This design comes from an exercise in tuning for small area, a short achievable clock period and few clock cycles per item on the open sky130 flow, not from production work.
In this exercise RTL edits were held to simulation tests only and were not proved equivalent to the original.
Power and IR drop assume default switching activity.

**flow/flow/run.sh**
```bash
#!/bin/bash
# Standard ORFS layout with two changes: the smallest buffer on every input
# and output port instead of the default port-buffer cell, and the data
# pins of each bit column of the line register placed side by side, in
# shift order (flow/io.tcl), before the standard pin placement.
set -euo pipefail
export BUFFER_PORTS_ARGS="-buffer_cell sky130_fd_sc_hd__buf_1"
export PRE_IO_PLACEMENT_TCL="$(pwd)/flow/io.tcl"
bash standard.sh > standard_flow.log 2>&1
```
**flow/flow/io.tcl**
```tcl
# Pin order: each of the 32 bit columns of the line shift register gets
# its pins side by side, in shift order: mem_rdata[c], then for words 15
# down to 0 the word's req_wdata and resp_rdata bits, then mem_wdata[c].
# Eight columns go on each edge; the other pins are placed freely.
set edges {bottom right top left}
for {set e 0} {$e < 4} {incr e} {
  set pins {}
  for {set c [expr {$e * 8}]} {$c < [expr {$e * 8 + 8}]} {incr c} {
    lappend pins "mem_rdata\[$c\]"
    for {set j 15} {$j >= 0} {incr j -1} {
      set k [expr {32 * $j + $c}]
      lappend pins "req_wdata\[$k\]" "resp_rdata\[$k\]"
    }
    lappend pins "mem_wdata\[$c\]"
  }
  set_io_pin_constraint -pin_names $pins -region [lindex $edges $e]:* -group -order
}
```
**flow/standard.sh**
```bash
#!/bin/bash
# synth_recipe.tcl (not shown) runs the flow's synth.tcl, then flattens the netlist and writes it again
# the make line also repeats each setting of config.mk as NAME=value (left out here)
make -C /OpenROAD-flow-scripts/flow DESIGN_CONFIG=/design/flow/config.mk WORK_HOME=/design/flow/orfs CLKGATE_MAP_FILE= SYNTH_SCRIPT=/design/flow/synth_recipe.tcl "${@:-finish}"
```
**flow/config.mk**
```make
export PLATFORM = sky130hd
export DESIGN_NAME = line_mem_engine
export DESIGN_NICKNAME = line_mem_engine
export VERILOG_FILES = /design/flow/design.v
export SDC_FILE = /design/flow/constraint.sdc
export NUM_CORES = 4
export LEC_CHECK = 0
export ABC_AREA = 1
export CAP_MARGIN = 20
export CORE_AREA = 6 6 414 414
export CTS_CLUSTER_DIAMETER = 100
export CTS_CLUSTER_SIZE = 22
export DIE_AREA = 0 0 420 420
export SETUP_SLACK_MARGIN = 3.17
export SLEW_MARGIN = 20
```
**flow/constraint.sdc**
```tcl
create_clock -name core_clock -period 5.5 [get_ports {clk}]
set_input_delay 1.1000 -clock core_clock [delete_from_list [all_inputs] [get_ports {clk}]]
set_output_delay 1.1000 -clock core_clock [all_outputs]
set_load 0.01 [all_outputs]
```
**flow/design.v**
```verilog
module line_mem_engine #(
    parameter int WORDS_PER_LINE = 16,
    parameter int LINE_BITS      = 32 * WORDS_PER_LINE
) (
    input  logic                 clk,
    input  logic                 rst,
    input  logic                 req_valid,
    output logic                 req_ready,
    input  logic                 req_wr,
    input  logic [31:0]          req_addr,
    input  logic [LINE_BITS-1:0] req_wdata,
    output logic                 resp_valid,
    output logic [LINE_BITS-1:0] resp_rdata,
    output logic                 mem_valid,
    input  logic                 mem_ready,
    output logic                 mem_we,
    output logic [31:0]          mem_addr,
    output logic [31:0]          mem_wdata,
    input  logic                 mem_rvalid,
    input  logic [31:0]          mem_rdata,
    output logic                 err
);
    logic        rdy_q;      
    logic        busy_q;     
    logic        val_q;      
    logic        resp_q;
    logic        err_q;
    logic [3:0]  cnt_q;      
    logic [4:0]  out_q;      
    logic        rdok_q;     
    logic        m_idle_q;   
    logic        m_wlast_q;  
    logic        m_wb_q;     
    logic        m_rd_q;     
    logic        we_q;
    logic [25:0] base_q;
    logic [LINE_BITS-1:0] line_q;
    logic xfer, rd_ok, beat, idle, last_cmd, wfin, last_beat, fin, pre;
    logic rdy_n, val_n, we_n, idle_n;
    logic [4:0] out_n;
    logic [3:0] cnt_n;
    assign xfer      = val_q & mem_ready;
    assign rd_ok     = rdok_q;
    assign beat      = mem_rvalid & rd_ok;
    assign idle      = rdy_q & ~val_q;
    assign last_cmd  = (cnt_q == 4'd15);
    assign wfin      = xfer & we_q & last_cmd;
    assign last_beat = beat & ~val_q & (out_q == 5'd1);
    assign fin       = wfin | last_beat;
    assign pre       = req_valid & (wfin | (last_beat & ~req_wr));
    assign rdy_n  = fin | (rdy_q & ~req_valid);
    assign val_n  = pre | (idle & req_valid) | (val_q & ~(xfer & last_cmd));
    assign we_n   = (idle | fin) ? req_wr : we_q;
    assign cnt_n  = cnt_q + {3'd0, xfer};
    assign idle_n = rdy_n & ~val_n;
    always_comb begin
        out_n = out_q;
        if (xfer && !we_q && !beat)
            out_n = out_q + 5'd1;
        else if (!(xfer && !we_q) && beat)
            out_n = out_q - 5'd1;
    end
    always_ff @(posedge clk or negedge rst) begin
        if (!rst) begin
            rdy_q     <= 1'b1;
            busy_q    <= 1'b0;
            val_q     <= 1'b0;
            resp_q    <= 1'b0;
            err_q     <= 1'b0;
            cnt_q     <= 4'd0;
            out_q     <= 5'd0;
            rdok_q    <= 1'b0;
            m_idle_q  <= 1'b1;
            m_wlast_q <= 1'b0;
            m_wb_q    <= 1'b0;
            m_rd_q    <= 1'b0;
        end else begin
            rdy_q     <= rdy_n;
            busy_q    <= ~rdy_n;
            val_q     <= val_n;
            resp_q    <= fin;
            cnt_q     <= cnt_n;
            out_q     <= out_n;
            rdok_q    <= (out_n != 5'd0);
            if (mem_rvalid && !rd_ok) err_q <= 1'b1;
            m_idle_q  <= idle_n;
            m_wlast_q <= ~idle_n & we_n & (cnt_n == 4'd15);
            m_wb_q    <= ~idle_n & we_n & (cnt_n != 4'd15);
            m_rd_q    <= ~idle_n & ~we_n;
        end
    end
    always_ff @(posedge clk) begin
        if (idle || fin) begin
            we_q   <= req_wr;
            base_q <= req_addr[31:6];
        end
    end
    logic s_ld, s_sh, s_hd;
    assign s_ld = m_idle_q | (m_wlast_q & mem_ready);
    assign s_sh = (m_wb_q & mem_ready) | (m_rd_q & mem_rvalid & rd_ok);
    assign s_hd = ~s_ld & ~s_sh;
    always_ff @(posedge clk) begin
        line_q <= ({LINE_BITS{s_ld}} & req_wdata)
                | ({LINE_BITS{s_sh}} & {mem_rdata, line_q[LINE_BITS-1:32]})
                | ({LINE_BITS{s_hd}} & line_q);
    end
    assign req_ready  = ~busy_q;
    assign resp_valid = resp_q;
    assign resp_rdata = line_q;
    assign mem_valid  = val_q;
    assign mem_we     = we_q;
    assign mem_addr   = {base_q, cnt_q, 2'b00};
    assign mem_wdata  = line_q[31:0];
    assign err        = err_q;
endmodule
```
==> results of run 1 <==
power by group through the flow:
stage               clock network, mW  registers, mW  logic [mW]
floorplan                           0           8.00        3.22
global placement                    0           7.32        6.10
detailed placement                  0           7.38        6.20
CTS                              2.57           7.46        7.07
global route                     2.68           7.78        7.76
finish                           2.44           7.54        7.00
flip-flops by register name, indices dropped and copies added (netlist names):
name and flops:
base_q 26, busy_q 1, cnt_q 4, err_q 1
line_q 512, m_idle_q 1, m_rd_q 1, m_wb_q 1
m_wlast_q 1, out_q 5, rdok_q 1, rdy_q 1
resp_q 1, val_q 1, we_q 1
per-layer routing:
| metal | part of all wire [%] | global-route usage, % |
|---|---|---|
| met4 | 3.2 | 2.60 |
| met2 | 50 | 12.3 |
| met1 | 39 | 8.10 |
| met5 | 0.027 | 0 |
| met3 | 7.9 | 1.41 |
worst min-delay path by stage:
stage,to,start,depth (start not counted),slack [ps]
2_1_floorplan,line_q[449],line_q[481],2,490
3_3_place_gp,line_q[473],line_q[505],2,450
3_5_place_dp,line_q[457],line_q[489],2,460
4_1_cts,line_q[473],line_q[505],2,470
5_1_grt,resp_q,rst,1,390
6_report,resp_q,rst,1,400
repair_timing:
item / 4_1_cts / 5_1_grt
resized for setup: 872 / 89
setup buffers: 16 / 1
gates cloned: 7 / 1
setup endpoints to repair: 1045 / 444
pin swaps: 2 / 0
area by class of cell:
class | count | area [µm²]
inverter | 24 | 116
clock buffer | 34 | 787
timing repair buffer | 1211 | 5830
tap | 2189 | 2740
sequential | 558 | 12000
fill | 18600 | 135000
clock inverter | 4 | 68.8
timing repair inverter | 1 | 8.76
multi-input combinational | 1625 | 8250
kinds of logic after synthesis:
group | count (synthesis)
AO/OA/AOI/OAI | 520
adder cells (fa/ha/maj) | 5
XOR/XNOR | 2
buffers and inverters | 226
AND/OR/NAND/NOR | 1093
other | 1
flip-flops | 558
synth_stat cells, types with 2 or more instances:
cell type,number
sky130_fd_sc_hd__dfxtp_1,512
sky130_fd_sc_hd__buf_1,4
sky130_fd_sc_hd__dfstp_2,2
sky130_fd_sc_hd__nand3b_1,2
sky130_fd_sc_hd__nand2_1,1063
sky130_fd_sc_hd__a22oi_1,512
sky130_fd_sc_hd__inv_2,2
sky130_fd_sc_hd__buf_2,64
sky130_fd_sc_hd__buf_4,77
sky130_fd_sc_hd__inv_1,22
sky130_fd_sc_hd__nand3_1,13
sky130_fd_sc_hd__o21ai_0,3
sky130_fd_sc_hd__edfxtp_1,27
sky130_fd_sc_hd__nor2_1,13
sky130_fd_sc_hd__ha_1,5
sky130_fd_sc_hd__clkbuf_1,57
sky130_fd_sc_hd__a21oi_1,2
sky130_fd_sc_hd__dfrtp_1,17
through the flow:
stage | instance area, µm² | hold WS, ps | power [mW]
after floorplan | 20900 | 486 | 11.2
after global placement | 27300 | 452 | 13.4
after detailed placement | 27300 | 458 | 13.6
after CTS | 29600 | 466 | 17.1
after global routing | 29800 | 385 | 18.2
final | 29800 | 396 | 17.0
==> results.txt, run 1 <==
# TYPE chip_impl_metric gauge
chip_impl_metric{name="cts_hold_repair.buffers",unit=""} 0
chip_impl_metric{name="leakagePower",unit="nW"} 13.6
chip_impl_metric{name="worstSetupPathDepth",unit=""} 1
chip_impl_metric{name="yosys.area_share.adder",unit="%"} 0.300
chip_impl_metric{name="io-pin-count",unit=""} 1163
chip_impl_metric{name="final_net_count",unit=""} 4038
chip_impl_info{name="critical_path.top_delay_family",value="flip-flops"} 1
chip_impl_metric{name="detailroute.via_count",unit=""} 20900
chip_impl_metric{name="post_route_cells_drive_above_1_share",unit="%"} 30.0
chip_impl_metric{name="track_usage",unit="%"} 6.89
chip_impl_metric{name="buffer_ports.inserted",unit=""} 1154
chip_impl_metric{name="rows",unit=""} 149
chip_impl_metric{name="cts.sinks",unit=""} 558
chip_impl_info{name="synth_top_family_by_area",value="simple AND/OR/NAND/NOR gates"} 1
chip_impl_metric{name="max_freq",unit="MHz"} 434
chip_impl_info{name="run_status",value="complete, no violations"} 1
chip_impl_metric{name="share_comb_of_total_power",unit="%"} 41.2
chip_impl_metric{name="timing.reg2reg.setup_slack",unit="ps"} 3490
chip_impl_info{name="synth_top_cells_by_area",value="sky130_fd_sc_hd__dfxtp_1 (49%), sky130_fd_sc_hd__nand2_1 (19%), sky130_fd_sc_hd__a22oi_1 (18%), sky130_fd_sc_hd__edfxtp_1 (3.9%), sky130_fd_sc_hd__buf_4 (2.8%)"} 1
chip_impl_metric{name="syn-cell-area",unit="µm²"} 20900
chip_impl_metric{name="drt-pass1-iter-count",unit=""} 5
chip_impl_info{name="crit-reg2reg-launch",value="m_idle_q"} 1
chip_impl_metric{name="dp.final_hpwl",unit="µm"} 46900
chip_impl_metric{name="fin_tns_setup",unit="ps"} 0
chip_impl_metric{name="finalWorstPathRequiredPeriod",unit="ps"} 2310
chip_impl_metric{name="grt_pass1_vias",unit=""} 19800
chip_impl_info{name="slowest_stage",value="sky130_fd_sc_hd__dfrtp_2"} 1
chip_impl_metric{name="layout.core_utilization",unit="%"} 18.0
chip_impl_metric{name="postRouteAntennaNets",unit=""} 0
chip_impl_metric{name="timing.clock.skew",unit="ps"} 20.0
chip_impl_metric{name="antenna_found_initial",unit=""} 3
chip_impl_metric{name="syn-mean-instance-area",unit="µm²"} 8.68
chip_impl_info{name="crit_start_category",value="flip-flop"} 1
chip_impl_metric{name="seq_power_share",unit="%"} 44.4
chip_impl_metric{name="grt-ovfl-total",unit=""} 0
chip_impl_info{name="synth-main-ff-cell",value="sky130_fd_sc_hd__dfxtp_1"} 1
chip_impl_info{name="crit_path_end",value="mem_valid"} 1
chip_impl_metric{name="edff_count_synth",unit=""} 27
chip_impl_metric{name="number_of_levels_the_h_tree_was_split_into",unit=""} 1
chip_impl_metric{name="avgRoutedWirePerCell",unit="µm"} 12.5
chip_impl_metric{name="intPower",unit="mW"} 10.2
chip_impl_metric{name="synth_mux_area_share",unit="%"} 0
chip_impl_metric{name="die_h",unit="µm"} 420
chip_impl_info{name="timing.rr.end",value="line_q[488]"} 1
chip_impl_metric{name="crit_path_max_fanout",unit=""} 2
chip_impl_info{name="setup_repair_after_global_routing_missed_its_margin",value="yes"} 1
chip_impl_metric{name="drc",unit=""} 0
chip_impl_metric{name="initial_utilization",unit="%"} 12.6
chip_impl_metric{name="critical_path.n_buffers_inverters",unit=""} 1
chip_impl_info{name="setup.worst_path.class",value="flip-flop to output port"} 1
chip_impl_metric{name="cell_total_after_placement",unit=""} 5583
chip_impl_info{name="mostFrequentLayoutCells",value="sky130_fd_sc_hd__nand2_1 (1,057), sky130_fd_sc_hd__buf_1 (585), sky130_fd_sc_hd__buf_2 (540)"} 1
chip_impl_info{name="crit_start",value="val_q"} 1
chip_impl_metric{name="measured_slew_at_the_worst_slew_check_pin",unit="ps"} 712
chip_impl_metric{name="setup-violations-final",unit=""} 0
chip_impl_metric{name="viasPerCell",unit=""} 3.71
chip_impl_info{name="yosysTopAreaCell",value="sky130_fd_sc_hd__dfxtp_1"} 1
chip_impl_metric{name="critPathMaxStageDelay",unit="ps"} 430
chip_impl_metric{name="synth_largest_type_area_fraction",unit="%"} 49.1
chip_impl_metric{name="area_of_the_die",unit="µm²"} 176000
chip_impl_metric{name="gpl.final_weighted_congestion",unit=""} 0.775
chip_impl_metric{name="power.switching_fraction",unit="%"} 39.7
chip_impl_metric{name="ir_worst_vdd",unit="mV"} 0.345
chip_impl_metric{name="r2r.worst_path.cells",unit=""} 5
chip_impl_metric{name="detail_route.wirelength",unit="µm"} 70600
chip_impl_metric{name="insertedDiodeCount",unit=""} 0
chip_impl_metric{name="maxSlewViolCount",unit=""} 0
chip_impl_metric{name="hold_violations",unit=""} 0
chip_impl_metric{name="fp.coreArea",unit="µm²"} 165000
chip_impl_metric{name="fp.dieW",unit="µm"} 420
chip_impl_metric{name="worst_ep_arrival",unit="ps"} 1210
chip_impl_metric{name="postLayoutSetupSlackWorst",unit="ps"} 3190
chip_impl_metric{name="ys.warnings.count",unit=""} 1
chip_impl_metric{name="synthArstFlopShare",unit="%"} 3.41
chip_impl_info{name="tritoncts_clock_tree",value="yes"} 1
chip_impl_info{name="layout.cells.most_common",value="sky130_fd_sc_hd__nand2_1"} 1
chip_impl_metric{name="netlist_instances",unit=""} 2405
chip_impl_info{name="worstPathCellList",value="buf_6"} 1
chip_impl_metric{name="grt_start_max_net_pins",unit=""} 150
chip_impl_metric{name="switching_power",unit="mW"} 6.75
chip_impl_metric{name="netlist-cell-type-count",unit=""} 26
chip_impl_metric{name="p_clk_share",unit="%"} 14.3
chip_impl_metric{name="first_pass_grt_wire_length",unit="µm"} 102000
chip_impl_metric{name="compound_gate_fraction_of_synth_area",unit="%"} 18.6
chip_impl_metric{name="synth-xor-area-share",unit="%"} 0.0839
chip_impl_metric{name="max-clock-path-buffers",unit=""} 3
chip_impl_metric{name="clk_lat_worst_skew",unit="ps"} 650
chip_impl_metric{name="max_cap_violations",unit=""} 0
chip_impl_metric{name="synth_simple_gate_area_share",unit="%"} 19.9
chip_impl_metric{name="fin_crit_sh",unit="%"} 41.9
chip_impl_metric{name="power.density",unit="nW/µm²"} 570
chip_impl_metric{name="final_cells",unit=""} 5646
chip_impl_metric{name="synthesis_to_finish_area_growth",unit="%"} 42.6
chip_impl_metric{name="pre_cts_ws",unit="ps"} 1900
chip_impl_info{name="critPathCaptureType",value="output port"} 1
chip_impl_metric{name="ys_seq_elements",unit=""} 558
chip_impl_metric{name="cp_data_required_time",unit="ps"} 4400
chip_impl_metric{name="cts.clk_slew.worst_paths",unit="ps"} 100
chip_impl_info{name="worstHoldPathType",value="primary input to async pin"} 1
chip_impl_metric{name="cts_inserted_buffers",unit=""} 30
chip_impl_metric{name="dr.first_iter.drc_count",unit=""} 995
chip_impl_info{name="clock-root-buffer",value="sky130_fd_sc_hd__clkbuf_16"} 1
chip_impl_metric{name="yosysSeqAreaShare",unit="%"} 55.3
chip_impl_metric{name="slew_headroom",unit="%"} 52.5
Testbench counts, summed over its fixed seeds: cycles 37,500, items 1,600.
==> run 2, diff against run 1 <==
--- a/flow/config.mk
+++ b/flow/config.mk
@@ -11,5 +11,5 @@
 export CTS_CLUSTER_DIAMETER = 100
 export CTS_CLUSTER_SIZE = 22
 export DIE_AREA = 0 0 420 420
-export SETUP_SLACK_MARGIN = 3.17
+export SETUP_SLACK_MARGIN = 3
 export SLEW_MARGIN = 20
==> run 2 against run 1 <==
Cell count is 0.25% lower. Clock skew is 1.9 ps lower. Sequential cell count stayed put. Power is 5.4% lower. Design area is 4.8% lower. Hold slack better by 1.5 ps. Via count is 1.4% lower. Sequential power is 2.9% lower. Synthesized cell count stayed put. Utilization is 0.87 points lower. Setup slack worse by 180 ps. Largest cell class unchanged. Highest routed layer unchanged.
==> results.txt, run 2 <==
# TYPE chip_impl_metric gauge
chip_impl_metric{name="avgRoutedWirePerCell",unit="µm"} 12.2
chip_impl_metric{name="fp.coreArea",unit="µm²"} 165000
chip_impl_metric{name="total_power",unit="mW"} 16.1
chip_impl_metric{name="detail_route.wirelength",unit="µm"} 68500
chip_impl_metric{name="io-pin-count",unit=""} 1163
chip_impl_metric{name="drt-pass1-iter-count",unit=""} 5
chip_impl_metric{name="number_of_levels_the_h_tree_was_split_into",unit=""} 1
chip_impl_info{name="mostFrequentLayoutCells",value="sky130_fd_sc_hd__buf_1 (1,153), sky130_fd_sc_hd__nand2_1 (1,057), sky130_fd_sc_hd__a22oi_1 (512), sky130_fd_sc_hd__dfxtp_1 (512), sky130_fd_sc_hd__clkbuf_16 (33)"} 1
chip_impl_metric{name="timing.reg2reg.setup_slack",unit="ps"} 3280
chip_impl_metric{name="ys.warnings.count",unit=""} 1
chip_impl_metric{name="hold_violations",unit=""} 0
chip_impl_metric{name="dp.final_hpwl",unit="µm"} 46900
chip_impl_metric{name="cts_hold_repair.buffers",unit=""} 0
chip_impl_metric{name="grt_start_max_net_pins",unit=""} 175
chip_impl_metric{name="max_cap_violations",unit=""} 0
chip_impl_info{name="run_status",value="complete, no violations"} 1
chip_impl_info{name="setup_repair_after_global_routing_missed_its_margin",value="no"} 1
chip_impl_info{name="clock-root-buffer",value="sky130_fd_sc_hd__clkbuf_16"} 1
chip_impl_metric{name="initial_utilization",unit="%"} 12.6
chip_impl_metric{name="fin_crit_sh",unit="%"} 45.1
chip_impl_metric{name="grt_pass1_vias",unit=""} 19400
chip_impl_metric{name="gpl.final_weighted_congestion",unit=""} 0.775
chip_impl_info{name="synth_top_cells_by_area",value="sky130_fd_sc_hd__dfxtp_1 (49%), sky130_fd_sc_hd__nand2_1 (19%), sky130_fd_sc_hd__a22oi_1 (18%), sky130_fd_sc_hd__edfxtp_1 (3.9%), sky130_fd_sc_hd__buf_4 (2.8%)"} 1
chip_impl_metric{name="cts_inserted_buffers",unit=""} 30
chip_impl_metric{name="power.density",unit="nW/µm²"} 567
chip_impl_metric{name="measured_slew_at_the_worst_slew_check_pin",unit="ps"} 693
chip_impl_metric{name="grt-ovfl-total",unit=""} 0
chip_impl_metric{name="timing.clock.skew",unit="ps"} 18.1
chip_impl_metric{name="max_freq",unit="MHz"} 403
chip_impl_metric{name="viasPerCell",unit=""} 3.66
chip_impl_metric{name="antenna_found_initial",unit=""} 1
chip_impl_metric{name="syn-cell-area",unit="µm²"} 20900
chip_impl_metric{name="netlist_instances",unit=""} 2405
chip_impl_metric{name="drc",unit=""} 0
chip_impl_metric{name="crit_path_max_fanout",unit=""} 97
chip_impl_metric{name="track_usage",unit="%"} 6.57
chip_impl_info{name="critical_path.top_delay_family",value="buffers and inverters"} 1
chip_impl_metric{name="syn-mean-instance-area",unit="µm²"} 8.68
chip_impl_metric{name="worst_ep_arrival",unit="ps"} 3020
chip_impl_metric{name="synth_largest_type_area_fraction",unit="%"} 49.1
chip_impl_metric{name="leakagePower",unit="nW"} 11.3
chip_impl_metric{name="ir_worst_vdd",unit="mV"} 0.343
chip_impl_metric{name="cp_data_required_time",unit="ps"} 6030
chip_impl_metric{name="synthesis_to_finish_area_growth",unit="%"} 35.7
chip_impl_metric{name="yosys.area_share.adder",unit="%"} 0.300
chip_impl_metric{name="area_of_the_die",unit="µm²"} 176000
chip_impl_info{name="crit_start_category",value="primary input"} 1
chip_impl_metric{name="compound_gate_fraction_of_synth_area",unit="%"} 18.6
chip_impl_metric{name="cts.sinks",unit=""} 558
chip_impl_metric{name="max-clock-path-buffers",unit=""} 3
chip_impl_metric{name="ys_seq_elements",unit=""} 558
chip_impl_metric{name="largest_reg_flops",unit=""} 512
chip_impl_metric{name="edff_count_synth",unit=""} 27
chip_impl_metric{name="netlist-cell-type-count",unit=""} 26
chip_impl_metric{name="critPathMaxStageDelay",unit="ps"} 440
chip_impl_metric{name="fin_tns_setup",unit="ps"} 0
chip_impl_metric{name="rows",unit=""} 149
chip_impl_info{name="tritoncts_clock_tree",value="yes"} 1
chip_impl_info{name="yosysTopAreaCell",value="sky130_fd_sc_hd__dfxtp_1"} 1
chip_impl_metric{name="yosysSeqAreaShare",unit="%"} 55.3
chip_impl_info{name="layout.cells.most_common",value="sky130_fd_sc_hd__buf_1"} 1
chip_impl_metric{name="insertedDiodeCount",unit=""} 0
chip_impl_metric{name="finalWorstPathRequiredPeriod",unit="ps"} 2480
chip_impl_metric{name="post_route_cells_drive_above_1_share",unit="%"} 2.88
chip_impl_metric{name="clk_lat_worst_skew",unit="ps"} 640
chip_impl_metric{name="fp.dieW",unit="µm"} 420
chip_impl_metric{name="buffer_ports.inserted",unit=""} 1154
chip_impl_metric{name="dr.first_iter.drc_count",unit=""} 918
chip_impl_metric{name="synth_simple_gate_area_share",unit="%"} 19.9
chip_impl_info{name="post_synth_most_frequent_cells",value="sky130_fd_sc_hd__nand2_1 (1,063), sky130_fd_sc_hd__a22oi_1 (512), sky130_fd_sc_hd__dfxtp_1 (512)"} 1
chip_impl_info{name="regs_by_ff_count",value="line_q: 512 flops, base_q: 26 flops, out_q: 5 flops"} 1
chip_impl_info{name="cp_common_cell",value="sky130_fd_sc_hd__buf_12"} 1
chip_impl_metric{name="die_h",unit="µm"} 420
chip_impl_info{name="worstPathCellList",value="buf_1, a21oi_2, bufinv_16, nor2_8, buf_12, buf_12, a22oi_1, nand2_1"} 1
chip_impl_info{name="slowest_stage",value="sky130_fd_sc_hd__bufinv_16"} 1
chip_impl_info{name="registers.top_by_ff_count",value="line_q"} 1
chip_impl_info{name="synth_top_family_by_area",value="simple AND/OR/NAND/NOR gates"} 1
chip_impl_info{name="synth.most_common_cell",value="sky130_fd_sc_hd__nand2_1"} 1
chip_impl_metric{name="final_net_count",unit=""} 4024
chip_impl_info{name="synth-main-ff-cell",value="sky130_fd_sc_hd__dfxtp_1"} 1
chip_impl_metric{name="postRouteAntennaNets",unit=""} 0
chip_impl_metric{name="synth-xor-area-share",unit="%"} 0.0839
chip_impl_metric{name="setup-violations-final",unit=""} 0
chip_impl_metric{name="maxSlewViolCount",unit=""} 0
chip_impl_metric{name="slew_headroom",unit="%"} 53.8
chip_impl_info{name="setup.worst_path.class",value="primary input to flip-flop"} 1
chip_impl_metric{name="critical_path.n_buffers_inverters",unit=""} 4
chip_impl_info{name="worstHoldPathType",value="primary input to async pin"} 1
chip_impl_metric{name="synthArstFlopShare",unit="%"} 3.41
chip_impl_metric{name="layout.filler_cells",unit=""} 18800
chip_impl_metric{name="first_pass_grt_wire_length",unit="µm"} 98700
chip_impl_metric{name="synth_mux_area_share",unit="%"} 0
chip_impl_metric{name="cts.clk_slew.worst_paths",unit="ps"} 100
chip_impl_info{name="critPathCaptureType",value="flip-flop"} 1
chip_impl_metric{name="detailroute.via_count",unit=""} 20600
chip_impl_metric{name="tightest_hold_margin",unit="ps"} 397
run 2: cell counts after synthesis:
No cell type changed its count.
run 2: metal layers:
metal  share of wire (%)  track usage (%)
met3                 7.8             1.41
met5               0.012                0
met1                  40             7.72
met2                  49             11.7
met4                 3.1             2.53
run 2: cell type report:
type	instances	area (µm²)	share of cell area (%)
clock inverters	4	68.8	0.243
flip-flops and latches	558	11500	40.7
well taps	2189	2740	9.66
multi-input cells	1625	8230	29.0
repair buffers	1198	4860	17.2
clock buffers	34	787	2.78
inverters	24	116	0.411
run 2: logic make-up after synthesis:
| kind of cell | count (synthesis) |
|---|---|
| simple gates | 1093 |
| flops | 558 |
| compound gates | 520 |
| buf+inv | 226 |
| fa+ha+maj | 5 |
| xor+xnor | 2 |
| other cells | 1 |
run 2: worst paths after layout:
kind / startpoint / to / cells past startpoint
worst max register to register: rdok_q / line_q[488] / 9
worst min register to register: line_q[505] / line_q[473] / 2
worst min-delay path: rst / resp_q / 1
worst max-delay path: mem_ready / line_q[104] / 8
min in group core_clock: line_q[505] / line_q[473] / 2
max in group asynchronous: rst / m_idle_q / 1
run 2: through the flow:
step | cell area, µm² | worst slack, ps | util [%] | instances
finish | 28300 | 3020 | 17.2 | 5632
global route | 28300 | 2970 | 17.2 | 5632
CTS | 28200 | 2970 | 17.1 | 5627
detailed placement | 27300 | 1900 | 16.5 | 5583
global placement | 27300 | 1930 | 16.5 | 5583
floorplan | 20900 | 2930 | - | 2406
run 2: report_power, final:
part | leakage (nW) | switching, mW | internal, mW | total (mW)
sequential | 4.71 | 1.39 | 5.93 | 7.32
combinational | 6.20 | 3.96 | 2.35 | 6.30
clock | 0.419 | 1.36 | 1.07 | 2.43
run 2: worst register-to-register path, cell delays in order (launching register included):
cell and delay [ps]:
sky130_fd_sc_hd__dfrtp_1 450, sky130_fd_sc_hd__nand2_8 100, sky130_fd_sc_hd__inv_2 50, sky130_fd_sc_hd__nand2_2 280, sky130_fd_sc_hd__nand2_8 180, sky130_fd_sc_hd__nor2_8 200, sky130_fd_sc_hd__buf_12 220, sky130_fd_sc_hd__buf_12 400
sky130_fd_sc_hd__a22oi_1 200, sky130_fd_sc_hd__nand2_1 90
run 2: what timing repair did:
item / 4_1_cts / 5_1_grt
pin swaps: 2 / 1
buffers inserted: 3 / 2
gates cloned: 3 / 3
setup endpoints to repair: 458 / 350
gates resized for setup: 7 / 3
==> run 3, diff against run 2 <==
--- a/flow/config.mk
+++ b/flow/config.mk
@@ -11,5 +11,6 @@
 export CTS_CLUSTER_DIAMETER = 100
 export CTS_CLUSTER_SIZE = 22
 export DIE_AREA = 0 0 420 420
-export SETUP_SLACK_MARGIN = 3
+export PLACE_DENSITY = 0.8
+export SETUP_SLACK_MARGIN = 3.15
 export SLEW_MARGIN = 20
==> run 3 against run 2 <==
Count of clock-buffer cells in the layout shrank 2. Area after synthesis is the same. Via count shrank 0.37%. Critical endpoint is now mem_we. Largest cell class unchanged.
==> results.txt, run 3 <==
# TYPE chip_impl_metric gauge
chip_impl_metric{name="gpl.final_weighted_congestion",unit=""} 0.758
chip_impl_info{name="setup.worst_path.class",value="flip-flop to output port"} 1
chip_impl_metric{name="drc",unit=""} 0
chip_impl_info{name="critPathCaptureType",value="output port"} 1
chip_impl_metric{name="dp.final_hpwl",unit="µm"} 42600
chip_impl_info{name="worstPathCellList",value="buf_6"} 1
chip_impl_metric{name="cts_hold_repair.buffers",unit=""} 0
chip_impl_metric{name="syn-mean-instance-area",unit="µm²"} 8.68
chip_impl_metric{name="power.density",unit="nW/µm²"} 564
chip_impl_metric{name="worstSetupPathDepth",unit=""} 1
chip_impl_info{name="crit-reg2reg-launch",value="rdok_q"} 1
chip_impl_info{name="timing.rr.end",value="line_q[377]"} 1
chip_impl_metric{name="largest_reg_flops",unit=""} 512
chip_impl_metric{name="clk_lat_worst_skew",unit="ps"} 660
chip_impl_metric{name="grt_pass1_vias",unit=""} 19100
chip_impl_metric{name="maxSlewViolCount",unit=""} 0
chip_impl_metric{name="ir_worst_vdd",unit="mV"} 0.323
chip_impl_metric{name="synth_largest_type_area_fraction",unit="%"} 49.1
chip_impl_metric{name="edff_count_synth",unit=""} 27
chip_impl_metric{name="grt-ovfl-total",unit=""} 0
chip_impl_metric{name="worst_ep_arrival",unit="ps"} 1280
chip_impl_metric{name="post_route_cells_drive_above_1_share",unit="%"} 29.4
chip_impl_metric{name="fin_tns_setup",unit="ps"} 0
chip_impl_metric{name="max_freq",unit="MHz"} 420
chip_impl_info{name="setup_repair_after_global_routing_missed_its_margin",value="yes"} 1
chip_impl_metric{name="cts.sinks",unit=""} 558
chip_impl_metric{name="antenna_found_initial",unit=""} 0
chip_impl_info{name="synth_top_cells_by_area",value="sky130_fd_sc_hd__dfxtp_1 (49%), sky130_fd_sc_hd__nand2_1 (19%), sky130_fd_sc_hd__a22oi_1 (18%), sky130_fd_sc_hd__edfxtp_1 (3.9%), sky130_fd_sc_hd__buf_4 (2.8%)"} 1
chip_impl_metric{name="io-pin-count",unit=""} 1163
chip_impl_info{name="crit_start",value="we_q"} 1
chip_impl_metric{name="track_usage",unit="%"} 6.24
chip_impl_metric{name="viasPerCell",unit=""} 3.64
chip_impl_metric{name="crit_path_max_fanout",unit=""} 3
chip_impl_info{name="slowest_stage",value="sky130_fd_sc_hd__edfxtp_1"} 1
chip_impl_metric{name="ys_seq_elements",unit=""} 558
chip_impl_metric{name="area_of_the_die",unit="µm²"} 176000
chip_impl_info{name="crit_path_end",value="mem_we"} 1
chip_impl_info{name="tritoncts_clock_tree",value="yes"} 1
chip_impl_metric{name="finalWorstPathRequiredPeriod",unit="ps"} 2380
chip_impl_metric{name="fp.coreArea",unit="µm²"} 165000
chip_impl_metric{name="synthArstFlopShare",unit="%"} 3.41
chip_impl_info{name="regs_by_ff_count",value="line_q: 512 flops, base_q: 26 flops, out_q: 5 flops"} 1
chip_impl_metric{name="cp_data_required_time",unit="ps"} 4400
chip_impl_metric{name="avgRoutedWirePerCell",unit="µm"} 11.6
chip_impl_metric{name="ff_latch_area",unit="µm²"} 12000
chip_impl_metric{name="initial_utilization",unit="%"} 12.6
chip_impl_metric{name="setup-violations-final",unit=""} 0
chip_impl_metric{name="first_pass_grt_wire_length",unit="µm"} 94200
chip_impl_info{name="post_synth_most_frequent_cells",value="sky130_fd_sc_hd__nand2_1 (1,063), sky130_fd_sc_hd__a22oi_1 (512), sky130_fd_sc_hd__dfxtp_1 (512)"} 1
chip_impl_info{name="critical_path.top_delay_family",value="flip-flops"} 1
chip_impl_metric{name="synthesis_to_finish_area_growth",unit="%"} 42.0
chip_impl_metric{name="dr.first_iter.drc_count",unit=""} 1027
chip_impl_metric{name="cts.clk_slew.worst_paths",unit="ps"} 90
chip_impl_info{name="crit_start_category",value="flip-flop"} 1
chip_impl_metric{name="netlist_instances",unit=""} 2405
chip_impl_info{name="run_status",value="complete, no violations"} 1
chip_impl_info{name="yosysTopAreaCell",value="sky130_fd_sc_hd__dfxtp_1"} 1
chip_impl_metric{name="postRouteAntennaNets",unit=""} 0
chip_impl_metric{name="fp.dieW",unit="µm"} 420
chip_impl_metric{name="detailroute.via_count",unit=""} 20600
chip_impl_info{name="synth-main-ff-cell",value="sky130_fd_sc_hd__dfxtp_1"} 1
chip_impl_metric{name="rows",unit=""} 149
chip_impl_metric{name="die_h",unit="µm"} 420
chip_impl_info{name="layout.cells.most_common",value="sky130_fd_sc_hd__nand2_1"} 1
chip_impl_metric{name="leakagePower",unit="nW"} 13.6
chip_impl_metric{name="netlist-cell-type-count",unit=""} 26
chip_impl_metric{name="yosysSeqAreaShare",unit="%"} 55.3
chip_impl_metric{name="timing.reg2reg.setup_slack",unit="ps"} 3350
chip_impl_info{name="registers.top_by_ff_count",value="line_q"} 1
chip_impl_metric{name="measured_slew_at_the_worst_slew_check_pin",unit="ps"} 884
chip_impl_metric{name="grt_start_max_net_pins",unit=""} 176
chip_impl_info{name="clock-root-buffer",value="sky130_fd_sc_hd__clkbuf_16"} 1
chip_impl_metric{name="max-clock-path-buffers",unit=""} 3
chip_impl_metric{name="cts_inserted_buffers",unit=""} 29
chip_impl_info{name="worstHoldPathType",value="primary input to async pin"} 1
chip_impl_metric{name="ys.warnings.count",unit=""} 1
chip_impl_metric{name="drt-pass1-iter-count",unit=""} 5
chip_impl_metric{name="fin_crit_sh",unit="%"} 43.3
chip_impl_info{name="synth.most_common_cell",value="sky130_fd_sc_hd__nand2_1"} 1
chip_impl_metric{name="timing.clock.skew",unit="ps"} 38.8
chip_impl_metric{name="layout.core_utilization",unit="%"} 18.0
chip_impl_metric{name="syn-cell-area",unit="µm²"} 20900
chip_impl_metric{name="max_cap_violations",unit=""} 0
chip_impl_metric{name="buffer_ports.inserted",unit=""} 1154
chip_impl_metric{name="total_power",unit="mW"} 16.7
chip_impl_metric{name="hold_violations",unit=""} 0
chip_impl_metric{name="r2r.worst_path.cells",unit=""} 12
chip_impl_metric{name="layout.filler_cells",unit=""} 18400
chip_impl_metric{name="critical_path.n_buffers_inverters",unit=""} 1
chip_impl_metric{name="detail_route.wirelength",unit="µm"} 65600
chip_impl_metric{name="final_net_count",unit=""} 4034
chip_impl_metric{name="area_occupied_by_multi_input_gates",unit="µm²"} 8260
chip_impl_metric{name="critPathMaxStageDelay",unit="ps"} 450
chip_impl_metric{name="number_of_levels_the_h_tree_was_split_into",unit=""} 1
chip_impl_metric{name="slew_headroom",unit="%"} 41.1
chip_impl_info{name="mostFrequentLayoutCells",value="sky130_fd_sc_hd__nand2_1 (1,057), sky130_fd_sc_hd__buf_1 (581), sky130_fd_sc_hd__buf_2 (533)"} 1
run 3: per-stage QoR:
stage / instances / hold WS (ps) / setup WS [ps] / area, µm²
2_1_floorplan: 2406 / 486 / 2930 / 20900
6_report: 5642 / 376 / 3120 / 29700
5_1_grt: 5641 / 339 / 3020 / 29700
3_3_place_gp: 5578 / 456 / 1880 / 27200
4_1_cts: 5636 / 463 / 3040 / 29400
3_5_place_dp: 5578 / 456 / 1880 / 27200
run 3: area by class of cell:
class	instances	area share, %
Sequential cell	558	40.3
Multi-Input combinational cell	1626	27.9
Timing Repair Buffer	1207	19.4
Tap cell	2189	9.24
Clock buffer	32	2.52
Inverter	24	0.392
Clock inverter	4	0.219
Timing Repair inverter	1	0.0295
Antenna cell	1	0.00844
run 3: worst min-delay path by stage:
stage,to,slack (ps),start,cells after the start
finish,busy_q,380,rst,1
global route,busy_q,340,rst,1
CTS,line_q[477],460,line_q[509],2
detailed placement,line_q[454],460,line_q[486],2
global placement,line_q[472],460,line_q[504],2
floorplan,line_q[449],490,line_q[481],2
run 3: cells by family (layout without fill, tap and decap cells):
| logic type | count (synthesis) | in the layout | share of synthesized area (%) |
|---|---|---|---|
| compound gates | 520 | 520 | 18.6 |
| fa+ha+maj | 5 | 5 | 0.300 |
| xor+xnor | 2 | 2 | 0.0839 |
| buf+inv | 226 | 1268 | 5.83 |
| flops | 558 | 558 | 55.3 |
| simple gates | 1093 | 1097 | 19.9 |
| other cells | 1 | 3 | 0.0180 |
run 3: power breakdown:
part / switching, mW / internal, mW
sequential: 1.33 / 6.17
clock: 1.33 / 1.03
combinational: 3.94 / 2.93
total: 6.59 / 10.1
run 3: what timing repair did:
action,in CTS,in global routing
gates cloned,6,2
setup buffers,16,3
pin swaps,2,1
resized for setup,829,104
setup endpoints to repair,1068,224
run 3: metal layers:
metal | up-vias | global-route usage (%) | part of all wire, %
met2 | 891 | 11.3 | 49
met3 | 124 | 1.59 | 8.3
li1 | 10200 | - | -
met5 | - | 0 | 0
met1 | 9308 | 7.01 | 39
met4 | 0 | 2.35 | 3.5
run 3: worst reg2reg max path, delay by kind of cell, from the launching register on:
family	cells	cell delay (ps)
AOI/OAI and AO/OA	1	170
buffers and inverters	6	880
DFF	1	460
and+or+nand+nor	5	520
==> run 4, diff against run 3 <==
--- a/flow/config.mk
+++ b/flow/config.mk
@@ -9,8 +9,7 @@
 export CAP_MARGIN = 20
 export CORE_AREA = 6 6 414 414
 export CTS_CLUSTER_DIAMETER = 100
-export CTS_CLUSTER_SIZE = 22
+export CTS_CLUSTER_SIZE = 26
 export DIE_AREA = 0 0 420 420
-export PLACE_DENSITY = 0.8
 export SETUP_SLACK_MARGIN = 3.15
 export SLEW_MARGIN = 20
==> run 4 against run 3 <==
Non-clock buffer count stayed put. Via count grew 0.95%. Global-route usage increased by 0.62 points. Sequential share of layout area grew 0.092 points. Utilization shrank 0.095 points. Critical endpoint unchanged. Highest routed layer is now met5.
==> results.txt, run 4 <==
# TYPE chip_impl_metric gauge
chip_impl_info{name="dr.max_layer_used",value="met5"} 1
chip_impl_metric{name="cts.sinks",unit=""} 558
chip_impl_metric{name="met2_wirelength",unit="µm"} 34200
chip_impl_metric{name="slew_headroom",unit="%"} 53.5
chip_impl_metric{name="finalWorstPathRequiredPeriod",unit="ps"} 2320
chip_impl_metric{name="power.density",unit="nW/µm²"} 565
chip_impl_metric{name="final_cells",unit=""} 5641
chip_impl_metric{name="area_of_the_die",unit="µm²"} 176000
chip_impl_info{name="setup_repair_after_global_routing_missed_its_margin",value="yes"} 1
chip_impl_info{name="yosysTopAreaCell",value="sky130_fd_sc_hd__dfxtp_1"} 1
chip_impl_metric{name="critical_path.n_buffers_inverters",unit=""} 1
chip_impl_metric{name="fp.dieW",unit="µm"} 420
chip_impl_info{name="crit_start_category",value="flip-flop"} 1
chip_impl_metric{name="hold_violations",unit=""} 0
chip_impl_metric{name="syn-cell-area",unit="µm²"} 20900
chip_impl_info{name="run_status",value="complete, no violations"} 1
chip_impl_metric{name="rows",unit=""} 149
chip_impl_metric{name="final_net_count",unit=""} 4030
chip_impl_info{name="setup.worst_path.class",value="flip-flop to output port"} 1
chip_impl_metric{name="r2r.worst_path.cells",unit=""} 9
chip_impl_info{name="worstHoldPathType",value="primary input to async pin"} 1
chip_impl_metric{name="postRouteAntennaNets",unit=""} 0
chip_impl_metric{name="synth_largest_type_area_fraction",unit="%"} 49.1
chip_impl_info{name="critical_path.top_delay_family",value="flip-flops"} 1
chip_impl_metric{name="yosysSeqAreaShare",unit="%"} 55.3
chip_impl_info{name="critPathCaptureType",value="output port"} 1
chip_impl_info{name="crit-reg2reg-launch",value="rdok_q"} 1
chip_impl_info{name="registers.top_by_ff_count",value="line_q"} 1
chip_impl_metric{name="timing.reg2reg.setup_slack",unit="ps"} 3400
chip_impl_metric{name="worst_ep_arrival",unit="ps"} 1220
chip_impl_metric{name="detailroute.via_count",unit=""} 20700
chip_impl_metric{name="cell_total_after_placement",unit=""} 5583
chip_impl_metric{name="fp.coreArea",unit="µm²"} 165000
chip_impl_metric{name="max_cap_violations",unit=""} 0
chip_impl_metric{name="syn-mean-instance-area",unit="µm²"} 8.68
chip_impl_metric{name="first_pass_grt_wire_length",unit="µm"} 102000
chip_impl_metric{name="grt-ovfl-total",unit=""} 0
chip_impl_metric{name="measured_slew_at_the_worst_slew_check_pin",unit="ps"} 698
chip_impl_metric{name="cts.clk_slew.worst_paths",unit="ps"} 100
chip_impl_metric{name="fin_tns_setup",unit="ps"} 0
chip_impl_metric{name="netlist_instances",unit=""} 2405
chip_impl_metric{name="fin_crit_sh",unit="%"} 42.1
chip_impl_metric{name="critPathMaxStageDelay",unit="ps"} 410
chip_impl_info{name="timing.rr.end",value="line_q[488]"} 1
chip_impl_metric{name="dr.first_iter.drc_count",unit=""} 1046
chip_impl_metric{name="number_of_levels_the_h_tree_was_split_into",unit=""} 1
chip_impl_metric{name="largest_reg_flops",unit=""} 512
chip_impl_metric{name="max_freq",unit="MHz"} 432
chip_impl_metric{name="synthArstFlopShare",unit="%"} 3.41
chip_impl_info{name="slowest_stage",value="sky130_fd_sc_hd__edfxtp_1"} 1
chip_impl_info{name="synth.most_common_cell",value="sky130_fd_sc_hd__nand2_1"} 1
chip_impl_metric{name="drc",unit=""} 0
chip_impl_metric{name="clk_lat_worst_skew",unit="ps"} 650
chip_impl_metric{name="max-clock-path-buffers",unit=""} 3
chip_impl_metric{name="post_route_cells_drive_above_1_share",unit="%"} 28.1
chip_impl_metric{name="crit_path_max_fanout",unit=""} 2
chip_impl_metric{name="maxSlewViolCount",unit=""} 0
chip_impl_metric{name="leakagePower",unit="nW"} 13.5
chip_impl_info{name="mostFrequentLayoutCells",value="sky130_fd_sc_hd__nand2_1 (1,057), sky130_fd_sc_hd__buf_1 (595), sky130_fd_sc_hd__buf_2 (519)"} 1
chip_impl_metric{name="edff_count_synth",unit=""} 27
chip_impl_metric{name="gpl.final_weighted_congestion",unit=""} 0.775
chip_impl_metric{name="synthesis_to_finish_area_growth",unit="%"} 41.3
chip_impl_metric{name="cts_inserted_buffers",unit=""} 26
chip_impl_metric{name="grt_pass1_vias",unit=""} 19700
chip_impl_info{name="synth_top_cells_by_area",value="sky130_fd_sc_hd__dfxtp_1 (49%), sky130_fd_sc_hd__nand2_1 (19%), sky130_fd_sc_hd__a22oi_1 (18%), sky130_fd_sc_hd__edfxtp_1 (3.9%), sky130_fd_sc_hd__buf_4 (2.8%)"} 1
chip_impl_info{name="synth-main-ff-cell",value="sky130_fd_sc_hd__dfxtp_1"} 1
chip_impl_metric{name="buffer_ports.inserted",unit=""} 1154
chip_impl_metric{name="die_h",unit="µm"} 420
chip_impl_metric{name="ys_seq_elements",unit=""} 558
chip_impl_info{name="clock-root-buffer",value="sky130_fd_sc_hd__clkbuf_16"} 1
chip_impl_metric{name="initial_utilization",unit="%"} 12.6
chip_impl_metric{name="antenna_found_initial",unit=""} 3
chip_impl_metric{name="setup-violations-final",unit=""} 0
chip_impl_metric{name="track_usage",unit="%"} 6.87
chip_impl_metric{name="detail_route.wirelength",unit="µm"} 70000
chip_impl_info{name="regs_by_ff_count",value="line_q: 512 flops, base_q: 26 flops, out_q: 5 flops"} 1
chip_impl_info{name="worstPathCellList",value="clkbuf_2"} 1
chip_impl_info{name="post_synth_most_frequent_cells",value="sky130_fd_sc_hd__nand2_1 (1,063), sky130_fd_sc_hd__a22oi_1 (512), sky130_fd_sc_hd__dfxtp_1 (512)"} 1
chip_impl_metric{name="worstSetupPathDepth",unit=""} 1
chip_impl_metric{name="drt-pass1-iter-count",unit=""} 5
chip_impl_metric{name="avgRoutedWirePerCell",unit="µm"} 12.4
chip_impl_metric{name="wl_met3",unit="µm"} 5630
chip_impl_metric{name="grt_start_max_net_pins",unit=""} 150
chip_impl_info{name="layout.cells.most_common",value="sky130_fd_sc_hd__nand2_1"} 1
chip_impl_metric{name="ir_worst_vdd",unit="mV"} 0.320
chip_impl_info{name="tritoncts_clock_tree",value="yes"} 1
chip_impl_metric{name="insertedDiodeCount",unit=""} 0
chip_impl_metric{name="viasPerCell",unit=""} 3.68
chip_impl_metric{name="netlist-cell-type-count",unit=""} 26
chip_impl_metric{name="io-pin-count",unit=""} 1163
chip_impl_metric{name="cp_data_required_time",unit="ps"} 4400
chip_impl_metric{name="ys.warnings.count",unit=""} 1
chip_impl_metric{name="timing.clock.skew",unit="ps"} 33.0
chip_impl_metric{name="dp.final_hpwl",unit="µm"} 46900
chip_impl_metric{name="drt-met1-wl",unit="µm"} 27800
run 4: timing repair:
item	in CTS	in global routing
endpoints found under the setup margin	1012	399
endpoints found under the hold margin	0	0
gates resized for setup	704	178
pin swaps	2	0
buffers inserted	12	2
hold buffers	0	0
gates cloned	7	0
run 4: report_power, final:
group | switching [mW] | internal (mW)
clock | 1.36 | 0.929
combinational | 4.00 | 2.90
sequential | 1.34 | 6.15
total | 6.70 | 9.98
run 4: stage by stage:
step | total power, mW | instance area, µm² | util [%] | setup WS, ps | hold WS [ps]
final | 16.7 | 29500 | 17.9 | 3180 | 391
after floorplan | 11.2 | 20900 | - | 2930 | 486
after global placement | 13.4 | 27300 | 16.5 | 1930 | 452
after global routing | 17.9 | 29500 | 17.9 | 3090 | 367
after detailed placement | 13.6 | 27300 | 16.5 | 1900 | 458
after CTS | 16.8 | 29200 | 17.7 | 3110 | 468
run 4: how the worst max path moves through the flow:
stage             endpoint  startpoint  slack, ps
2_1_floorplan       m_rd_q   mem_ready       2930
3_3_place_gp   line_q[496]  mem_rvalid       1930
3_5_place_dp   line_q[240]  mem_rvalid       1900
4_1_cts          mem_valid       val_q       3110
5_1_grt             mem_we        we_q       3090
6_report            mem_we        we_q       3180
run 4: layer usage:
metal | global-route usage (%) | vias up
li1 | - | 10200
met1 | 8.05 | 9585
met2 | 12.2 | 850
met3 | 1.69 | 103
met4 | 2.44 | 4
met5 | 0 | -
run 4: cell type report:
class / instances / area (µm²)
sequential: 558 / 11900
inverter: 24 / 116
timing repair buffer: 1207 / 5700
clock buffer: 32 / 716
tap: 2189 / 2740
clock inverter: 5 / 47.5
fill: 18600 / 136000
timing repair inverter: 1 / 8.76
multi-input combinational: 1625 / 8250
run 4: kinds of logic (layout without fill, tap and decap cells):
group | after synthesis | after routing | share of synthesized area (%)
compound gates | 520 | 520 | 18.6
simple gates | 1093 | 1096 | 19.9
fa+ha+maj | 5 | 5 | 0.300
flops | 558 | 558 | 55.3
xor+xnor | 2 | 2 | 0.0839
buf+inv | 226 | 1269 | 5.83
other cells | 1 | 2 | 0.0180
==> run 5, diff against run 4 <==
--- a/flow/config.mk
+++ b/flow/config.mk
@@ -9,7 +9,7 @@
 export CAP_MARGIN = 20
 export CORE_AREA = 6 6 414 414
 export CTS_CLUSTER_DIAMETER = 100
-export CTS_CLUSTER_SIZE = 26
+export CTS_CLUSTER_SIZE = 22
 export DIE_AREA = 0 0 420 420
 export SETUP_SLACK_MARGIN = 3.15
 export SLEW_MARGIN = 20
==> run 5 against run 4 <==
Cell count hardly changed. Global-route usage hardly changed. Highest routed layer unchanged. Non-clock buffer count rose by 1. Clock power increased by 7%. Combinational power fell by 0.7%. Critical endpoint is now mem_valid. Largest cell class unchanged. First-iteration DRC count decreased by 11%. Power decreased by 0.21%. Via count grew 0.28%. Hold slack improved by 5.6 ps. Register-to-register slack gained 40 ps. Critical path depth is the same.
==> results.txt, run 5 <==
# TYPE chip_impl_metric gauge
chip_impl_info{name="run_status",value="complete, no violations"} 1
chip_impl_info{name="yosysTopAreaCell",value="sky130_fd_sc_hd__dfxtp_1"} 1
chip_impl_info{name="critical_path.top_delay_family",value="flip-flops"} 1
chip_impl_metric{name="power.switching_fraction",unit="%"} 40.4
chip_impl_metric{name="detail_route.wirelength",unit="µm"} 69700
chip_impl_metric{name="ir_worst_vdd",unit="mV"} 0.345
chip_impl_metric{name="dr.first_iter.drc_count",unit=""} 928
chip_impl_metric{name="initial_utilization",unit="%"} 12.6
chip_impl_metric{name="postRouteAntennaNets",unit=""} 0
chip_impl_metric{name="crit_path_max_fanout",unit=""} 2
chip_impl_metric{name="dpl-instance-area",unit="µm²"} 27300
chip_impl_metric{name="measured_slew_at_the_worst_slew_check_pin",unit="ps"} 713
chip_impl_metric{name="rows",unit=""} 149
chip_impl_info{name="slowest_stage",value="sky130_fd_sc_hd__dfrtp_2"} 1
chip_impl_metric{name="grt_pass1_vias",unit=""} 19700
chip_impl_metric{name="slew_headroom",unit="%"} 52.4
chip_impl_metric{name="worst_ep_arrival",unit="ps"} 1210
chip_impl_metric{name="viasPerCell",unit=""} 3.69
chip_impl_metric{name="p_clk_share",unit="%"} 14.6
chip_impl_metric{name="hold_violations",unit=""} 0
chip_impl_info{name="setup_repair_after_global_routing_missed_its_margin",value="yes"} 1
chip_impl_metric{name="buffer_ports.inserted",unit=""} 1154
chip_impl_metric{name="drt-pass1-iter-count",unit=""} 8
chip_impl_metric{name="design_area",unit="µm²"} 29300
chip_impl_metric{name="track_usage",unit="%"} 6.84
chip_impl_metric{name="setup-violations-final",unit=""} 0
chip_impl_metric{name="max_freq",unit="MHz"} 434
chip_impl_metric{name="fin_tns_setup",unit="ps"} 0
chip_impl_info{name="mostFrequentLayoutCells",value="sky130_fd_sc_hd__nand2_1 (1,057), sky130_fd_sc_hd__buf_1 (664), sky130_fd_sc_hd__a22oi_1 (512)"} 1
chip_impl_metric{name="max-clock-path-buffers",unit=""} 3
chip_impl_metric{name="antenna_found_initial",unit=""} 3
chip_impl_metric{name="max_cap_violations",unit=""} 0
chip_impl_metric{name="switching_power",unit="mW"} 6.72
chip_impl_metric{name="final_net_count",unit=""} 4035
chip_impl_metric{name="first_pass_grt_wire_length",unit="µm"} 102000
chip_impl_metric{name="edff_count_synth",unit=""} 27
chip_impl_info{name="setup.worst_path.class",value="flip-flop to output port"} 1
chip_impl_info{name="tritoncts_clock_tree",value="yes"} 1
chip_impl_metric{name="avgRoutedWirePerCell",unit="µm"} 12.4
chip_impl_metric{name="grt_start_max_net_pins",unit=""} 150
chip_impl_metric{name="netlist-cell-type-count",unit=""} 26
chip_impl_metric{name="critPathMaxStageDelay",unit="ps"} 430
chip_impl_metric{name="share_comb_of_total_power",unit="%"} 41.2
chip_impl_metric{name="netlist_instances",unit=""} 2405
chip_impl_metric{name="synthArstFlopShare",unit="%"} 3.41
chip_impl_info{name="critPathCaptureType",value="output port"} 1
chip_impl_metric{name="cts.clk_slew.worst_paths",unit="ps"} 100
chip_impl_metric{name="post_route_cells_drive_above_1_share",unit="%"} 20.2
chip_impl_metric{name="io-pin-count",unit=""} 1163
chip_impl_info{name="synth.most_common_cell",value="sky130_fd_sc_hd__nand2_1"} 1
chip_impl_metric{name="timing.clock.skew",unit="ps"} 19.1
chip_impl_metric{name="power.density",unit="nW/µm²"} 569
chip_impl_metric{name="syn-mean-instance-area",unit="µm²"} 8.68
chip_impl_metric{name="insertedDiodeCount",unit=""} 0
chip_impl_metric{name="detailroute.via_count",unit=""} 20800
chip_impl_metric{name="cts_hold_repair.buffers",unit=""} 0
chip_impl_metric{name="area_of_the_die",unit="µm²"} 176000
chip_impl_metric{name="ys_seq_elements",unit=""} 558
chip_impl_metric{name="seq_power_share",unit="%"} 44.2
chip_impl_metric{name="yosysSeqAreaShare",unit="%"} 55.3
chip_impl_info{name="post_synth_most_frequent_cells",value="sky130_fd_sc_hd__nand2_1 (1,063), sky130_fd_sc_hd__a22oi_1 (512), sky130_fd_sc_hd__dfxtp_1 (512)"} 1
chip_impl_metric{name="dp.final_hpwl",unit="µm"} 46900
chip_impl_info{name="regs_by_ff_count",value="line_q: 512 flops, base_q: 26 flops, out_q: 5 flops"} 1
chip_impl_metric{name="number_of_levels_the_h_tree_was_split_into",unit=""} 1
chip_impl_info{name="synth-main-ff-cell",value="sky130_fd_sc_hd__dfxtp_1"} 1
chip_impl_metric{name="die_h",unit="µm"} 420
chip_impl_metric{name="leakagePower",unit="nW"} 13.2
chip_impl_metric{name="layout.core_utilization",unit="%"} 17.7
chip_impl_info{name="crit_start_category",value="flip-flop"} 1
chip_impl_metric{name="cts.sinks",unit=""} 558
chip_impl_metric{name="fp.coreArea",unit="µm²"} 165000
chip_impl_metric{name="maxSlewViolCount",unit=""} 0
chip_impl_metric{name="clk_lat_worst_skew",unit="ps"} 650
chip_impl_metric{name="intPower",unit="mW"} 9.92
chip_impl_metric{name="synthesis_to_finish_area_growth",unit="%"} 40.2
chip_impl_metric{name="critical_path.n_buffers_inverters",unit=""} 1
chip_impl_info{name="worstPathCellList",value="buf_6"} 1
chip_impl_metric{name="drc",unit=""} 0
chip_impl_metric{name="cp_data_required_time",unit="ps"} 4400
chip_impl_info{name="registers.top_by_ff_count",value="line_q"} 1
chip_impl_info{name="synth_top_cells_by_area",value="sky130_fd_sc_hd__dfxtp_1 (49%), sky130_fd_sc_hd__nand2_1 (19%), sky130_fd_sc_hd__a22oi_1 (18%), sky130_fd_sc_hd__edfxtp_1 (3.9%), sky130_fd_sc_hd__buf_4 (2.8%)"} 1
chip_impl_metric{name="largest_reg_flops",unit=""} 512
chip_impl_metric{name="synth_largest_type_area_fraction",unit="%"} 49.1
chip_impl_info{name="layout.cells.most_common",value="sky130_fd_sc_hd__nand2_1"} 1
chip_impl_metric{name="fp.dieW",unit="µm"} 420
chip_impl_metric{name="cts_inserted_buffers",unit=""} 30
chip_impl_metric{name="finalWorstPathRequiredPeriod",unit="ps"} 2310
chip_impl_info{name="worstHoldPathType",value="primary input to async pin"} 1
chip_impl_metric{name="syn-cell-area",unit="µm²"} 20900
chip_impl_metric{name="gpl.final_weighted_congestion",unit=""} 0.775
chip_impl_metric{name="grt-ovfl-total",unit=""} 0
chip_impl_metric{name="ys.warnings.count",unit=""} 1
chip_impl_metric{name="fin_crit_sh",unit="%"} 41.9
chip_impl_info{name="clock-root-buffer",value="sky130_fd_sc_hd__clkbuf_16"} 1
==> run 5: changes by cell type in the layout (fill, tap and decap cells not counted), sizes merged <==
cell / change
bufinv: +1
inv: +3
clkbuf: +35
clkinv: -5
buf: -32
==> run 5: per-layer routing <==
metal	global-route usage (%)	routed length, µm	vias to the layer above
met1	8.11	27900	9632
li1	-	-	10200
met2	12.1	34200	837
met5	0	19	-
met3	1.42	5310	110
met4	2.61	2270	4
==> run 5: repair_timing <==
action / 4_1_cts / 5_1_grt
setup endpoints to repair: 908 / 410
setup buffers: 13 / 1
pin swaps: 2 / 0
cloned: 7 / 1
gates resized for setup: 487 / 120
==> run 5: cell families after synthesis <==
family | share of synthesized area [%]
adders and majority gates | 0.300
and+or+nand+nor | 19.9
DFF | 55.3
other | 0.0180
buffers and inverters | 5.83
AOI/OAI and AO/OA | 18.6
xor gates and xnor gates | 0.0839
==> run 5: final cells by class <==
class | instances | area, µm²
Clock buffer | 34 | 787
Clock inverter | 4 | 68.8
Fill cell | 18600 | 136000
Inverter | 24 | 116
Multi-Input combinational cell | 1625 | 8250
Sequential cell | 558 | 11700
Tap cell | 2189 | 2740
Timing Repair Buffer | 1208 | 5640
Timing Repair inverter | 1 | 8.76
==> run 5: metrics by stage <==
step / power (mW) / std cells / setup WS [ps] / hold slack, ps
5_1_grt: 17.9 / 5643 / 3120 / 385
4_1_cts: 16.8 / 5641 / 3120 / 469
3_5_place_dp: 13.6 / 5583 / 1900 / 458
6_report: 16.6 / 5643 / 3190 / 397
3_3_place_gp: 13.4 / 5583 / 1930 / 452
2_1_floorplan: 11.2 / 2406 / 2930 / 486
==> run 5: final timing paths <==
path                              from     endpoint  slack [ps]  cells after the start
setup / recovery                 val_q    mem_valid        3190                      1
hold / removal                     rst       resp_q         400                      1
setup reg to reg                rdok_q  line_q[472]        3440                      9
hold reg to reg            line_q[485]  line_q[453]         470                      2
max in group asynchronous          rst     m_idle_q        4730                      1
min in group core_clock    line_q[485]  line_q[453]         470                      2
==> run 5: worst register-to-register path: cells and delay by family, from the launching register on <==
family / cells / cell delay (ps)
flops: 1 / 450
buf+inv: 3 / 650
compound gates: 1 / 180
simple gates: 5 / 700
==> run 5: power by group through the flow <==
stage               clock network, mW  registers (mW)  logic, mW
floorplan                           0            8.00       3.22
global placement                    0            7.32       6.10
detailed placement                  0            7.38       6.20
CTS                              2.57            7.29       6.90
global route                     2.69            7.59       7.61
finish                           2.44            7.36       6.85

[re-timing with driven ports]
The results above use ideal ports. As a check the final layouts listed here were re-extracted and re-timed, cells and wires unchanged.
Step 1, drivers: a clkbuf_16 drives clk and a buf_2 each remaining input, both assumed.
Step 2 adds t to the input delays and takes it off the output delays; t is the mean of the earliest and latest rising clock arrival at the registers after step 1. Input paths then give back, and output paths get back, about the clock's delay inside the block.
a / b / c = ideal ports / drivers / drivers and shift; a / b = the first two.
run	t, ns	setup slack, ns	hold WS [ns]	clock arrival spread, ns	worst slew at a driven data input, ns
run 1	0.704	3.195 / 3.127 / 2.588	0.396 / 0.356 / 0.464	0.022 / 0.021	0.08
run 2	0.705	3.017 / 3.034 / 2.329	0.397 / 0.356 / 0.471	0.020 / 0.020	0.07
run 3	0.712	3.118 / 3.053 / 2.546	0.376 / 0.350 / 0.461	0.043 / 0.043	0.05
run 4	0.704	3.183 / 3.114 / 2.524	0.391 / 0.350 / 0.462	0.034 / 0.034	0.07
run 5	0.704	3.195 / 3.127 / 2.545	0.397 / 0.357 / 0.468	0.021 / 0.021	0.07
After both steps setup and hold are still met in every run listed. For run 2, which loses most, drivers alone change the setup slack by +0.017 ns; drivers and shift together by -0.688 ns.
